Background: an optimization exercise with open tools, aiming at small area, a short achievable clock period and few clock cycles per item. Do not read the settings as production practice.
Function was checked by simulation only, so behaviour that the tests miss may differ from the original.

==> flow/design.v (excerpt) <==
module best_disp_select #(
    parameter int unsigned NPIX_LOG2 = 8
) (
    input  logic               clk,
    input  logic               rst,
    input  logic               frame_start,
    input  logic [10:0]        fsum,
    input  logic               valid,
    input  logic               last,
    input  logic [13:0]        g2sum,
    input  logic [10:0]        gsum,
    input  logic [13:0]        fg,
    input  logic [5:0]         place,
    output logic               busy,
    output logic [5:0]         best_place,
    output logic               best_valid,
    output logic               done,
    output logic               overrun
);
    logic        r_busy;
    logic        r_done;
    logic        r_overrun;
    logic        r_bvalid;
    logic [5:0]  r_bplace;
    logic [21:0] r_bnum;
    logic [21:0] r_bden;
    logic signed [24:0] r_bk;
    logic        r0_v;
    logic [10:0] r0_fsum;
    logic [10:0] r0_gsum;
    logic [13:0] r0_fg;
    logic [13:0] r0_g2sum;
    logic [5:0]  r0_place;
    logic        r0_last;
    logic cn_t1;
    logic cn_t2;
    logic cn_t3;
    logic cn_t4;
    logic cn_t5;
    logic cn_t6;
    logic cn_t7;
    logic cn_t8;
    logic cn_t9;
    logic cn_t10;
    logic cn_t11;
    logic cn_t12;
    logic cn_t13;
    logic cn_t14;
    logic cn_t15;
    logic cn_t16;
    logic cn_t17;
    logic cn_t18;
    logic cn_t19;
    logic cn_t20;
    logic cn_t21;
    logic cn_t22;
    logic cn_t23;
    logic cn_t24;
    logic cn_t25;
    logic cn_t26;
    logic cn_t27;
    logic cn_t28;
    logic cn_t29;
    logic cn_t30;
    logic cn_t31;
    logic cn_t32;
    logic cn_t33;
    logic cn_t34;
    logic cn_t35;
    logic cn_t36;
    logic cn_t37;
    logic cn_t38;
    logic cn_t39;
    logic cn_t40;
    logic cn_t41;
    logic cn_t42;
    logic cn_t43;
    logic cn_t44;
    logic cn_t45;
    logic cn_t46;
    logic cn_t47;
    logic cn_t48;
    logic cn_t49;
    logic cn_t50;
    logic cn_t51;
    logic cn_t52;
    logic cn_t53;
    logic cn_t54;
    logic cn_t55;
    logic cn_t56;
    logic cn_t57;
    logic cn_t58;
    logic cn_t59;
    logic cn_t60;
    logic cn_t61;
    logic cn_t62;
    logic cn_t63;
    logic cn_t64;
    logic cn_t65;
    logic cn_t66;
    logic cn_t67;
    logic cn_t68;
    logic cn_t69;
    logic cn_t70;
  ...
==> flow/config.mk <==
export PLATFORM = sky130hd
export DESIGN_NAME = best_disp_select
export DESIGN_NICKNAME = best_disp_select
export VERILOG_FILES = /design/flow/design.v
export SDC_FILE = /design/flow/constraint.sdc
export NUM_CORES = 4
export LEC_CHECK = 0
export CAP_MARGIN = 20
export CORE_MARGIN = 2
export CORE_UTILIZATION = 40
export SLEW_MARGIN = 20
==> flow/constraint.sdc <==
create_clock -name core_clock -period 12.0 [get_ports {clk}]
set_input_delay 2.4000 -clock core_clock [delete_from_list [all_inputs] [get_ports {clk}]]
set_output_delay 2.4000 -clock core_clock [all_outputs]
set_load 0.01 [all_outputs]
run.sh (not shown) runs the stock make flow with config.mk's settings and CLKGATE_MAP_FILE= SYNTH_SCRIPT=/design/flow/synth_recipe.tcl, a recipe that flattens the netlist after the stock synthesis.
Testbench counts at the start, summed over its fixed seeds: cycles 10,366, items 9,296.
Edit:
- SETUP_SLACK_MARGIN: default -> 5
After rerunning:
- The new run completed without violations
- sequential cell count is unchanged
- setup slack is better by 180 ps
- synthesized area does not change
- non-clock buffer count does not change
- final area is about the same
- global-route usage stays the same
- via count stays flat
- sequential share of layout area stays flat
- register-to-register slack is better by 180 ps


Another version of the RTL of best_disp_select (not shown whole).
Size in the first run: roughly 3300 cells after synthesis, about 550 flip-flops, about 71 I/O pins.
Settings: LEC_CHECK=0, CAP_MARGIN=20, CORE_MARGIN=2, CORE_UTILIZATION=40, SLEW_MARGIN=20; clock period 12.0 ns.
standard.sh (not shown) runs the stock make flow with config.mk's settings and CLKGATE_MAP_FILE= SYNTH_SCRIPT=/design/flow/synth_recipe.tcl, a recipe that flattens the netlist after the stock synthesis.
==> flow/flow/run.sh <==
#!/bin/bash
set -euo pipefail
bash standard.sh SETUP_SLACK_MARGIN=7.3 "CTS_ARGS=-sink_clustering_enable -repair_clock_nets -dont_use_dummy_load -buf_list sky130_fd_sc_hd__clkbuf_4" finish > make.log 2>&1
Testbench counts at the start, summed over its fixed seeds: cycles 10,412, items 9,296.
Rerun with:
CORE_UTILIZATION = 55   (was 40)
Critical path depth goes down by 3.
First-iteration DRC count goes down by a few percent.
Area after synthesis stays the same.
Hold slack is worse by 0.012 ns.
Via count goes up by a few percent.
Clock skew goes down by 0.042 ns.
Wire length goes up by roughly a tenth.
Cell count goes down by a little under a tenth.
Global-route usage goes up by 8.1 points.
Rerun with:
==> flow/flow/run.sh (replaced) <==
#!/bin/bash
set -euo pipefail
bash standard.sh SETUP_SLACK_MARGIN=7.0 "CTS_ARGS=-sink_clustering_enable -repair_clock_nets -dont_use_dummy_load -buf_list sky130_fd_sc_hd__clkbuf_4" finish > make.log 2>&1
CORE_UTILIZATION = 40   (was 55)
Result: Wire length fell by 9.0%. Synthesized cell count is unchanged. Via count fell by about 3.7%.


best_disp_select, a different RTL version from the one above (not shown whole).
For scale: ~3700 cells after synthesis, ~540 flip-flops, ~71 I/O pins.
// best_disp_select
module best_disp_select #(
    parameter int unsigned NPIX_LOG2 = 8
) (
    input  logic               clk,
    input  logic               rst,
    input  logic               frame_start,
    input  logic [10:0]        fsum,
    input  logic               valid,
    input  logic               last,
    input  logic [13:0]        g2sum,
    input  logic [10:0]        gsum,
    input  logic [13:0]        fg,
    input  logic [5:0]         place,
    output logic               busy,
    output logic [5:0]         best_place,
    output logic               best_valid,
    output logic               done,
    output logic               overrun
);
    logic        r_busy;
    logic        r_done;
    logic        r_overrun;
    logic        r_bvalid;
    logic [5:0]  r_bplace;
    logic [21:0] r_bnum;
    logic [21:0] r_bden;
    logic signed [24:0] r_bk;
    logic        r0_v;
    logic [10:0] r0_fsum;
    logic [10:0] r0_gsum;
    logic [13:0] r0_fg;
    logic [13:0] r0_g2sum;
    logic [5:0]  r0_place;
    logic        r0_last;
    logic bn_one0;
    logic bn_two0;
    logic bn_neg0;
    logic [12:0] bn_r0;
    assign bn_one0 = r0_gsum[0] ^ 1'b0;
    assign bn_two0 = (r0_gsum[1] & ~r0_gsum[0] & ~1'b0) | (~r0_gsum[1] & r0_gsum[0] & 1'b0);
    assign bn_neg0 = ~r0_gsum[1];
    assign bn_r0[0] = ((bn_one0 & r0_fsum[0]) | (bn_two0 & 1'b0)) ^ bn_neg0;
    assign bn_r0[1] = ((bn_one0 & r0_fsum[1]) | (bn_two0 & r0_fsum[0])) ^ bn_neg0;
    assign bn_r0[2] = ((bn_one0 & r0_fsum[2]) | (bn_two0 & r0_fsum[1])) ^ bn_neg0;
    assign bn_r0[3] = ((bn_one0 & r0_fsum[3]) | (bn_two0 & r0_fsum[2])) ^ bn_neg0;
    assign bn_r0[4] = ((bn_one0 & r0_fsum[4]) | (bn_two0 & r0_fsum[3])) ^ bn_neg0;
    assign bn_r0[5] = ((bn_one0 & r0_fsum[5]) | (bn_two0 & r0_fsum[4])) ^ bn_neg0;
    assign bn_r0[6] = ((bn_one0 & r0_fsum[6]) | (bn_two0 & r0_fsum[5])) ^ bn_neg0;
  ...
clock: 12.0 ns
lec_check: 0
cap_margin: 20
core_margin: 2
core_utilization: 40
place_density: 0.7
slew_margin: 20
==> flow/flow/run.sh <==
#!/bin/bash
set -euo pipefail
bash standard.sh SETUP_SLACK_MARGIN=7.0 "CTS_ARGS=-sink_clustering_enable -repair_clock_nets -dont_use_dummy_load -buf_list sky130_fd_sc_hd__clkbuf_4" finish > make.log 2>&1
The baseline finished with timing, DRC and antenna clean.
Testbench counts at the start, summed over its fixed seeds: cycles 10,366, items 9,296.
Rerun with:
==> flow/flow/run.sh (replaced) <==
#!/bin/bash
set -euo pipefail
bash standard.sh SETUP_SLACK_MARGIN=7.25 "CTS_ARGS=-sink_clustering_enable -repair_clock_nets -dont_use_dummy_load" finish > make.log 2>&1
Settings changed: PLACE_DENSITY 0.7 to unset.
=> Via count came out lower by 2.4%; utilization rose by 0.65 points; critical path depth is unchanged; global-route usage grows by 0.33 points; non-clock buffer count is higher by 16; worst setup slack gains 0.020 ns; routed wire length grows by 1.7%; clock skew decreases by 0.056 ns.
Rerun with:
==> flow/flow/run.sh (replaced) <==
#!/bin/bash
set -euo pipefail
bash standard.sh SETUP_SLACK_MARGIN=7.0 SETUP_MOVE_SEQUENCE=unbuffer,sizeup,swap,clone "CTS_ARGS=-sink_clustering_enable -repair_clock_nets -dont_use_dummy_load -buf_list sky130_fd_sc_hd__clkbuf_4" finish > make.log 2>&1
The new run completed with no timing, DRC or antenna violations.
Worst setup slack degrades by 0.73 ns.
Sequential share of layout area increases by 0.85 points.
Routed wire length grows by 0.59%.
Die area is unchanged.
Sequential cell count is unchanged.
Rerun with:
==> flow/flow/run.sh (replaced) <==
#!/bin/bash
set -euo pipefail
bash standard.sh SETUP_SLACK_MARGIN=7.0 "CTS_ARGS=-sink_clustering_enable -repair_clock_nets -dont_use_dummy_load" finish > make.log 2>&1
Settings changed: CORE_UTILIZATION 40 to 55.
Worst hold slack gets worse by 0.037 ns.
Count of clock-buffer cells in the layout came out lower by 93.
Area after synthesis stays the same.
Final area came out higher slightly.
Final cell count came out lower by a little under a tenth.
Flip-flop and latch count stays the same.
Critical path depth does not change.


## run 1
Another version of the RTL of best_disp_select (not shown whole).
Size in the first run: ~3,700 cells after synthesis, about 540 flip-flops, about 71 I/O pins, roughly 38,000 um2 of cells after synthesis.
Settings: LEC_CHECK=0, CAP_MARGIN=20, CORE_MARGIN=2, CORE_UTILIZATION=40, SLEW_MARGIN=20; clock period 12.0 ns.
==> flow/flow/run.sh <==
#!/bin/bash
set -euo pipefail
bash standard.sh SETUP_SLACK_MARGIN=7.5 finish > make.log 2>&1
Testbench counts of run 1, summed over its fixed seeds: cycles 10,366, items 9,296.
## Diff of input files: run 2 against run 1
==> flow/flow/run.sh <==
#!/bin/bash
set -euo pipefail
bash standard.sh SETUP_SLACK_MARGIN=6.5 finish > make.log 2>&1
Results
- The total global routing track utilization number comes out lower for run 2 vs run 1.
- The run showing the greater global-route track usage on met2 is run 1.
- Cell area on run 2 is ahead of run 1.
- The number of nets in the layout of run 2 is lower than that of run 1.
- Taking run 1 as the reference, in run 2 routed wire length fell about 11%, final cell count without fillers lost 188.
- Against run 1, HPWL after detailed placement in run 2 fell slightly.
- Going from run 1 to run 2, count of plain and timing-repair buffers in the layout shrank by more than half.
Edits applied to the flow inputs when going from run 2 to run 3:
==> flow/flow/run.sh <==
#!/bin/bash
set -euo pipefail
bash standard.sh SETUP_SLACK_MARGIN=7.0 "CTS_ARGS=-sink_clustering_enable -repair_clock_nets -dont_use_dummy_load" finish > make.log 2>&1
[summary]
Run 3 against run 2: proportion of layout cells with a drive suffix above 1 higher; top fanout value on the critical path lower.
Per the comparison of run 3 with run 2, register-to-register slack grew by 0.12 ns, count of non-CTS buffers in the layout grew by about 20%.
[inputs] run 4 vs run 3
==> flow/flow/run.sh <==
#!/bin/bash
set -euo pipefail
bash standard.sh SETUP_SLACK_MARGIN=6.5 "CTS_ARGS=-sink_clustering_enable -repair_clock_nets -dont_use_dummy_load" finish > make.log 2>&1
[summary]
- Per the comparison of run 4 with run 3, period utilization shows an increase of 1.1 points; detailed-route via count shows a reduction of about 0.6%.
- Having completed the whole flow, run 4 delivered a layout that passed the timing, DRC and antenna checks.
- Summary — number of setup buffers added after CTS, run 4 relative to run 3: lower, by 9.
- When the final numbers for run 3 and run 4 were put side by side, the number of buffers and inverters on the critical path turned out to be smaller in run 4.
- Going from run 3 to run 4, post-route cell area shrank slightly.
- Compared run 4 vs run 3, and layout-stage area growth over the synthesis result is down in run 4.

## port drivers added, routing unchanged
Ports are ideal in the flow. The routed layouts listed here were re-timed in OpenROAD.
Step 1: set_driving_cell puts a clkbuf_16 on clk and a buf_2 on each other input, an assumption about the parent block.
Step 2 also shifts input and output timing later by t, the mid clock arrival at the registers, as if the neighbouring blocks saw the same clock.
Slacks: ideal ports / drivers / drivers and shift; pairs: ideal ports / drivers.
run | t (ns) | slack for setup (ns) | worst hold slack (ns) | worst setup path after step 2 | clock arrival spread, ns
the first run of note 1 | 0.711 | 5.273 / 5.273 / 5.273 | 0.412 / 0.412 / 0.412 | register to register | 0.026 / 0.026
the second run of note 1 | 0.711 | 5.449 / 5.449 / 5.449 | 0.412 / 0.412 / 0.412 | register to register | 0.027 / 0.026
the first run of note 2 | 1.023 | 7.292 / 7.292 / 7.292 | 0.363 / 0.363 / 0.363 | register to register | 0.146 / 0.146
the second run of note 2 | 1.006 | 7.275 / 7.275 / 7.275 | 0.351 / 0.351 / 0.351 | register to register | 0.109 / 0.109
the third run of note 2 | 1.040 | 7.228 / 7.185 / 7.228 | 0.380 / 0.380 / 0.380 | register to register | 0.106 / 0.106
the first run of note 3 | 1.044 | 6.823 / 6.823 / 6.823 | 0.376 / 0.376 / 0.376 | register to register | 0.128 / 0.127
the second run of note 3 | 0.702 | 6.843 / 6.843 / 6.843 | 0.382 / 0.382 / 0.382 | register to register | 0.066 / 0.065
the third run of note 3 | 1.010 | 6.109 / 6.109 / 6.109 | 0.391 / 0.391 / 0.391 | register to register | 0.116 / 0.116
the fourth run of note 3 | 0.660 | 6.787 / 6.787 / 6.787 | 0.354 / 0.354 / 0.354 | register to register | 0.093 / 0.093
run 1 | 0.686 | 6.889 / 6.889 / 6.889 | 0.408 / 0.408 / 0.408 | register to register | 0.034 / 0.035
run 2 | 0.675 | 6.722 / 6.722 / 6.722 | 0.412 / 0.412 / 0.412 | register to register | 0.033 / 0.032
run 3 | 0.631 | 6.838 / 6.838 / 6.838 | 0.399 / 0.399 / 0.399 | register to register | 0.099 / 0.100
run 4 | 0.647 | 6.701 / 6.701 / 6.701 | 0.390 / 0.390 / 0.390 | register to register | 0.073 / 0.074
After both steps setup and hold are still met in every run listed.
